Source: an optimization exercise on an open RTL-to-GDS flow (aim: small area, a short achievable clock period and few clock cycles). Production flows keep margins and buffers that such runs may drop. Only simulation tests tie the RTL to the original design; equivalence was not proved. The clock port is modelled as an ideal driver; clocking choices that lean on that would not hold on a real chip. Power figures rest on the tool's default switching activity, not on a simulated workload.

==> flow/design.v (excerpt) <==
module bounded_fifo_with_remove_by_value #(
  parameter int unsigned DEPTH      = DEPTH_DEF,
  parameter int unsigned DATA_WIDTH = DATA_WIDTH_DEF
) (
  input  logic               clk_i,
  input  logic               rst_ni,
  input  logic               cfg_we_i,
  input  logic [LIMIT_W-1:0] cfg_wdata_i,
  input  logic               in_valid_i,
  output logic               in_stall_o,
  input  logic [MODE_W+VALUE_W-1:0]          in_word_i,
  output logic               out_valid_o,
  input  logic               out_stall_i,
  output logic [STATUS_W+VALUE_W+OCC_W-1:0] out_word_o
);
  localparam int unsigned CNT_W = $clog2(DEPTH + 1);
  localparam int unsigned CMP_W = (CNT_W > LIMIT_W) ? CNT_W : LIMIT_W;
  localparam int unsigned RSP_W = STATUS_W + VALUE_W + OCC_W;
  logic [MODE_W-1:0]     mode0;
  logic [DATA_WIDTH-1:0] val0;
  logic                  v1_q;
  logic [MODE_W-1:0]     mode1_q;
  logic [DATA_WIDTH-1:0] val1_q;
  logic [DEPTH-1:0]      m1_q;
  logic                  r1_free;
  logic                  stall_q;
  logic                  pr_q;         
  logic [DEPTH-1:0]      vld_q, vld_d;
  logic [CNT_W-1:0]      cnt_q, cnt_d;
  logic [LIMIT_W-1:0]    limit_q;
  logic                  room_q, room_d;    
  logic                  any_q, any_d;      
  logic [DATA_WIDTH-1:0] cell_data [DEPTH];
  logic [DEPTH-1:0]      cell_eq;
  logic [DEPTH-1:0]      below_full;        
  logic [DEPTH-1:0]      shift_en;
  logic [DEPTH-1:0]      m_next;
  logic                  eq01;
  logic                  fire;
  logic                  is_push, is_pop, is_remove;
  logic                  push_ok, dec;
  logic [DEPTH-1:0]      old_q, old_d;      
  logic [DEPTH-1:0]      next_old;          
  logic                  old_clr;
  logic [DEPTH-1:0]      hit_oh, hit_vec, clr;
  logic                  found;
  logic                  room_inc, room_dec;
  logic [STATUS_W-1:0]   res_status;
  logic [VALUE_W-1:0]    res_value;
  logic [RSP_W-1:0]      res;
  logic                  ov_q, sv_q, sv_d;
  logic [RSP_W-1:0]      ow_q, sw_q;
  logic                  deliver;
  assign r1_free    = ~stall_q;
  assign in_stall_o = stall_q;
  ...
==> flow/config.mk <==
export PLATFORM = sky130hd
export DESIGN_NAME = bounded_fifo_with_remove_by_value
export DESIGN_NICKNAME = bounded_fifo_with_remove_by_value
export VERILOG_FILES = /design/flow/design.v
export SDC_FILE = /design/flow/constraint.sdc
export NUM_CORES = 4
export LEC_CHECK = 0
export CAP_MARGIN = 20
export CORE_MARGIN = 2
export CORE_UTILIZATION = 40
export CTS_CLUSTER_DIAMETER = 70
export CTS_CLUSTER_SIZE = 26
export PLACE_DENSITY = 0.8
export SETUP_SLACK_MARGIN = 3.0
export SLEW_MARGIN = 20
export TNS_END_PERCENT = 0
==> flow/constraint.sdc <==
create_clock -name core_clock -period 5.0 [get_ports {clk_i}]
set_input_delay 1.0000 -clock core_clock [delete_from_list [all_inputs] [get_ports {clk_i}]]
set_output_delay 1.0000 -clock core_clock [all_outputs]
set_load 0.01 [all_outputs]
standard.sh (not shown) runs the stock make flow with config.mk's settings and CLKGATE_MAP_FILE= SYNTH_SCRIPT=/design/flow/synth_recipe.tcl, a recipe that flattens the netlist after the stock synthesis.
==> flow/flow/run.sh <==
#!/bin/bash
set -euo pipefail
export BUFFER_PORTS_ARGS="-buffer_cell sky130_fd_sc_hd__buf_2"
bash standard.sh > standard_flow.log 2>&1
The starting point passed the timing, DRC and antenna checks.
Testbench counts at the start, summed over its fixed seeds: cycles 12,016.
Rerun with:
- CTS_CLUSTER_DIAMETER: 70 -> 80
- CTS_CLUSTER_SIZE: 26 -> 22
- SETUP_SLACK_MARGIN: 3.0 -> 3.6
Sequential share of layout area shrinks by 0.29 points.
Core utilization rose by 0.24 points.
Wire length rises by 1.3%.

========
Setup of run 1:
bounded_fifo_with_remove_by_value again, from the RTL that the note above started with.
Settings: LEC_CHECK=0, CAP_MARGIN=20, CORE_MARGIN=2, CORE_UTILIZATION=55, CTS_CLUSTER_DIAMETER=80, CTS_CLUSTER_SIZE=22, PLACE_DENSITY=0.8, SETUP_SLACK_MARGIN=2.8, SLEW_MARGIN=20, TNS_END_PERCENT=0; clock period 5.0 ns.
Scripts as last shown in full above: flow/flow/run.sh
Testbench counts of run 1, summed over its fixed seeds: cycles 12,016.
Edits applied to the flow inputs when going from run 1 to run 2:
Settings: a change of SETUP_SLACK_MARGIN from 2.8 to 3.0; a change of PLACE_DENSITY from 0.8 to 0.85; a change of CORE_UTILIZATION from 55 to 40.
==> run summary <==
- From run 1 to run 2 the numbers moved as follows: number of clock-tree buffers in the layout climbed about 9%, initial antenna violation count lost 7, wire length has decreased, final design area excluding fillers now sits higher.
- Run comparison: run 2 source of the critical timing path in_word_i[28]; run 1 source of the critical timing path old_q[4]$_DFFE_PN0P_
Edits applied to the flow inputs when going from run 2 to run 3:
Settings: swapping 0.85 for 0.8 in PLACE_DENSITY.
Notes after the runs:
- The final layouts of run 3 and run 2 pass the timing, DRC and antenna checks.
- Diff run 3..run 2 | overall power of the completed layout | negligible
- NOTE wire length after detailed routing run 2->run 3 increased by a few percent
- In the tables for run 3 and run 2, combinational group share of total power reads lower with run 2.
- In the flow results for run 3 and run 2, the static power due to leakage is larger on run 3.
- Run 3 reports its end point of the critical path as m1_q[10]$_DFFE_PN_ while run 2 reports m1_q[3]$_DFFE_PN_.
- From run 2 to run 3 the numbers moved as follows: final critical-path setup slack rose 170 ps, average cell area after synthesis has remained practically unchanged, total non-filler cell area in the finished layout up about 0.7%, sequential share of cell area went down by 0.38 points.
## Diff of input files: run 4 against run 3
Settings: CTS_CLUSTER_DIAMETER: 80 -> unset; PLACE_DENSITY: 0.8 -> unset; SETUP_SLACK_MARGIN: 3.0 -> 2.9; CTS_CLUSTER_SIZE: 22 -> unset.
==> flow/flow/run.sh <==
#!/bin/bash
set -euo pipefail
here=$(pwd)
export BUFFER_PORTS_ARGS="-buffer_cell sky130_fd_sc_hd__buf_4"
export POST_CTS_TCL="$here/flow/post_cts.tcl"
bash standard.sh > standard_flow.log 2>&1
==> flow/flow/post_cts.tcl (new file) <==
# Runs inside ORFS's cts.tcl (POST_CTS_TCL hook), after its own repair and
# legalisation: more setup repair passes on the worst paths, then legalise.
estimate_parasitics -placement
repair_timing -setup -setup_margin $::env(SETUP_SLACK_MARGIN) -repair_tns 0 \
  -max_passes 2000 -verbose
detailed_placement
check_placement -verbose
==> run summary <==
Re power dissipated in combinational cells: run 3 was lower than run 4.
Cmp run 4 and run 3 / combinational share of power / higher: run 3
Summary of run 4 over run 3: initial antenna violation count rose 8, wire length of the first global-routing pass higher.
Worst setup path category = reg2reg: run 4; worst setup path category = in2reg: run 3

static timing again, ports no longer ideal:
How much do the figures lean on ideal ports? The routed layouts below were timed once more, with nothing changed but the port constraints. Step 1, drivers: a clkbuf_16 drives clk_i and a buf_2 each remaining input, both assumed. Step 2 times the ports against the registers' clock, not the clock port: input delays grow and output delays shrink by t, the midpoint of the rising clock arrivals with the driver on. Slacks: no drivers / after step 1 / after step 2; pairs: no drivers / after step 1.
| run | shift t [ns] | slack for setup (ns) | worst register clock-pin slew, ns | cell pins on the clock port's net |
|---|---|---|---|---|
| the first run of note 1 | 0.689 | 2.525 / 2.525 / 1.926 | 0.11 / 0.11 | 1 |
| the second run of note 1 | 0.669 | 2.580 / 2.608 / 1.947 | 0.10 / 0.10 | 1 |
| run 1 | 0.683 | 2.336 / 2.336 / 1.742 | 0.10 / 0.10 | 1 |
| run 2 | 0.689 | 2.411 / 2.440 / 1.774 | 0.10 / 0.10 | 1 |
| run 3 | 0.669 | 2.580 / 2.608 / 1.947 | 0.10 / 0.10 | 1 |
| run 4 | 0.718 | 2.400 / 2.400 / 1.740 | 0.07 / 0.07 | 1 |
After both steps every run listed still meets setup and hold. For run 4, which loses most, drivers alone change the setup slack by 0.000 ns; drivers and shift together by -0.660 ns.
